Context: an optimization exercise on an open-source flow, tuned for small area. The choices shown serve that exercise and are no tape-out recipe. Function was checked by simulation only, so behaviour that the tests miss may differ from the original. No driver is modelled on the clock port, so clocking that relies on it looks cheaper here than on a real chip.

## the reference run
// segmental_snr_meter
module segmental_snr_meter
#(
	parameter int MAX_FRAME_LENGTH = 4096
) (
	input  logic        clk,
	input  logic        arst_n,
	input  logic        s_axis_tvalid,
	output logic        s_axis_tready,
	input  logic [31:0] s_axis_tdata,   
	input  logic        s_axis_tlast,
	output logic        m_axis_tvalid,
	input  logic        m_axis_tready,
	output logic [31:0] m_axis_tdata,   
	output logic [1:0]  m_axis_tuser,   
	input  logic        cfg_valid,
	output logic        cfg_ready,
	input  logic [12:0] cfg_data
);
export LEC_CHECK = 0
export CAP_MARGIN = 20
export CORE_MARGIN = 2
export CORE_UTILIZATION = 40
export CTS_CLUSTER_DIAMETER = 120
export CTS_CLUSTER_SIZE = 26
export SLEW_MARGIN = 20
create_clock -name core_clock -period 15.0 [get_ports {clk}]
standard.sh (not shown) runs the stock make flow with config.mk's settings and CLKGATE_MAP_FILE= SYNTH_SCRIPT=/design/flow/synth_recipe.tcl, a recipe that flattens the netlist after the stock synthesis.
==> flow/flow/run.sh <==
#!/bin/bash
set -o pipefail
export BUFFER_PORTS_ARGS="-buffer_cell sky130_fd_sc_hd__buf_1"
export POST_CTS_TCL="$(pwd)/flow/recover.tcl"
bash standard.sh finish > standard.log 2>&1
status=$?
tail -n 40 standard.log
exit $status
==> flow/flow/recover.tcl <==
# POST_CTS hook: after clock tree synthesis and its timing repair, downsize cells on
# paths that keep positive setup slack (OpenROAD's power recovery), then legalize.
estimate_parasitics -placement
repair_timing -recover_power 100 -setup_margin 0.3 -verbose
detailed_placement
check_placement -verbose
estimate_parasitics -placement
[inputs] the trial run vs the reference run
- changing CORE_UTILIZATION from 40 to 60
==> flow/flow/run.sh <==
#!/bin/bash
set -o pipefail
export BUFFER_PORTS_ARGS="-buffer_cell sky130_fd_sc_hd__buf_1"
bash standard.sh finish > standard.log 2>&1
status=$?
tail -n 40 standard.log
exit $status
removed: flow/flow/recover.tcl
--- outcome ---
[compare] base=the reference run new=the trial run: largest clock skew in the final design saw a decrease; global-route usage rose by 12 points; overall routed net length went down 2500 um.
met4 as the uppermost signal routing layer after detailed routing was reported by the reference run, and met5 by the trial run.
Summary of the trial run over the reference run: worst setup margin rose by 0.14 ns, global-route met2 utilization rose by 15 points, placed instance area fell by 390 sq um, detailed-routing wirelength on met1 fell by 5.3%.
| share of the synthesized area in compound gates (AO/OA/AOI/OAI) | the trial run vs the reference run | ≈ equal |
NOTE: maximum clock frequency in the trial run exceeds that of the reference run
The reference run → the trial run: initial cell density of the core now larger, post-synthesis cell type count comparable.

Starting RTL as in the previous note.
export LEC_CHECK = 0
export CAP_MARGIN = 20
export CORE_MARGIN = 2
export CORE_UTILIZATION = 40
export CTS_BUF_LIST = sky130_fd_sc_hd__clkbuf_8
export SLEW_MARGIN = 20
create_clock -name core_clock -period 15.0 [get_ports {clk}]
run.sh (not shown) runs the stock make flow with config.mk's settings and CLKGATE_MAP_FILE= SYNTH_SCRIPT=/design/flow/synth_recipe.tcl, a recipe that flattens the netlist after the stock synthesis.
Stock flow here: none of the scripts above is used.
Change:
- CTS_BUF_LIST: sky130_fd_sc_hd__clkbuf_8 -> not set
- CTS_CLUSTER_DIAMETER: not set -> 100
- CTS_CLUSTER_SIZE: not set -> 20
Outcome: Setup slack is worse by 9.3 ps; die area stays the same; hold slack gets better by 27 ps.
Change:
- CTS_CLUSTER_DIAMETER: 100 -> not set
- CTS_CLUSTER_SIZE: 20 -> not set
Hold slack got worse by 4.1 ps; clock skew fell by 16 ps; die area is unchanged; routed wire length rose by 0.67%; design area rose by 2.6%; via count rose by 0.61%; global-route usage rose by 0.23 points.
Change:
==> flow/flow/run.sh (new file) <==
#!/bin/bash
set -o pipefail
export BUFFER_PORTS_ARGS="-buffer_cell sky130_fd_sc_hd__buf_1"
bash standard.sh finish > standard.log 2>&1
status=$?
tail -n 40 standard.log
exit $status
==> flow/standard.sh (new file) <==
#!/bin/bash
# synth_recipe.tcl (not shown) runs the flow's synth.tcl, then flattens the netlist and writes it again
# the make line also repeats each setting of config.mk as NAME=value (left out here)
make -C /OpenROAD-flow-scripts/flow DESIGN_CONFIG=/design/flow/config.mk WORK_HOME=/design/flow/orfs CLKGATE_MAP_FILE= SYNTH_SCRIPT=/design/flow/synth_recipe.tcl "${@:-finish}"
- CTS_CLUSTER_DIAMETER: not set -> 120
- CTS_CLUSTER_SIZE: not set -> 26
removed: flow/run.sh
Result: The new run completed with no timing, DRC or antenna violations; final cell count is lower by 1.9%; via count is lower by 1.8%; final area is lower by 5.4%; area after synthesis is unchanged; count of clock-buffer cells in the layout is lower by 37; first-iteration DRC count is higher by 6.2%; synthesized cell count stays the same.

Setup of run A:
Starting RTL as in the previous note.
export LEC_CHECK = 0
export CAP_MARGIN = 5
export CORE_MARGIN = 2
export CORE_UTILIZATION = 40
export CTS_CLUSTER_DIAMETER = 120
export CTS_CLUSTER_SIZE = 26
export SLEW_MARGIN = 5
create_clock -name core_clock -period 15.0 [get_ports {clk}]
standard.sh (not shown) runs the stock make flow with config.mk's settings and CLKGATE_MAP_FILE= SYNTH_SCRIPT=/design/flow/synth_recipe.tcl, a recipe that flattens the netlist after the stock synthesis.
==> flow/flow/run.sh <==
#!/bin/bash
set -o pipefail
export BUFFER_PORTS_ARGS="-buffer_cell sky130_fd_sc_hd__buf_1"
bash standard.sh finish > standard.log 2>&1
status=$?
tail -n 40 standard.log
exit $status
Inputs modified between run A and run G:
==> flow/run.sh (new file) <==
#!/bin/bash
# synth_recipe.tcl (not shown) runs the flow's synth.tcl, then flattens the netlist and writes it again
# the make line also repeats each setting of config.mk as NAME=value (left out here)
make -C /OpenROAD-flow-scripts/flow DESIGN_CONFIG=/design/flow/config.mk WORK_HOME=/design/flow/orfs CLKGATE_MAP_FILE= SYNTH_SCRIPT=/design/flow/synth_recipe.tcl finish
diff --git a/flow/config.mk b/flow/config.mk
--- a/flow/config.mk
+++ b/flow/config.mk
@@ -7,3 +7,3 @@
 export LEC_CHECK = 0
-export CAP_MARGIN = 5
+export CAP_MARGIN = 20
 export CORE_MARGIN = 2
@@ -12,2 +12,2 @@
 export CTS_CLUSTER_SIZE = 26
-export SLEW_MARGIN = 5
+export SLEW_MARGIN = 20
removed: flow/flow/run.sh
removed: flow/standard.sh
==> run notes <==
Run G vs run A: proportion of final cell area spent on non-clock buffers up in run G. Share of final layout cell area taken by clock buffers and inverters across run G and run A: no real change. Aggregate global-route resource usage ended up 0.60 points higher on run G than on run A. Looking at endpoint of the worst setup timing path, the r_q[0]$_DFFE_PP_ result is from run G; the r_q[45]$_DFFE_PP_ one comes from run A. On time the final worst path needs with I/O delays and setup: run G sits above run A. [compare] base=run A new=run G: worst clock skew about even; sequential share of cell area has decreased; final design area excluding fillers picked up an extra about 2.4%; hold slack shows a reduction of 5.1 ps. Where post-route worst setup slack is concerned, run A is better than run G.

-- separate check: timing with driven ports --
The flow's constraints put no driver on any port. The routed layouts listed below were extracted and timed again, unchanged, in two steps.
Step 1 sets driving cells, clkbuf_16 on the clock port and buf_2 on the other inputs (assumed; they add their load-dependent delay and slew).
Step 2, shift: input delay + t, output delay - t, t = (earliest + latest rising clock arrival at the registers) / 2. This alone moves slack from input paths to output paths.
a / b / c = no drivers / after step 1 / after step 2; a / b = the first two.
| run | t (ns) | setup slack, ns | worst setup path at the end | clock arrival spread, ns | pins driven straight from the clock port |
|---|---|---|---|---|---|
| the reference run | 0.611 | 0.972 / 0.972 / 0.972 | register to register | 0.027 / 0.028 | 1 |
| the trial run | 0.611 | 1.112 / 1.112 / 1.112 | register to register | 0.023 / 0.023 | 1 |
| the first run of note 2 | 0.704 | 0.890 / 0.890 / 0.890 | register to register | 0.054 / 0.054 | 1 |
| the second run of note 2 | 0.638 | 0.881 / 0.881 / 0.881 | register to register | 0.029 / 0.030 | 1 |
| the third run of note 2 | 0.645 | 0.820 / 0.820 / 0.820 | register to register | 0.015 / 0.015 | 1 |
| the fourth run of note 2 | 0.611 | 0.840 / 0.840 / 0.840 | register to register | 0.028 / 0.028 | 1 |
| run A | 0.601 | 0.895 / 0.895 / 0.895 | register to register | 0.025 / 0.025 | 1 |
| run G | 0.607 | 0.877 / 0.877 / 0.877 | register to register | 0.026 / 0.027 | 1 |
After both steps setup and hold are still met in every run listed.
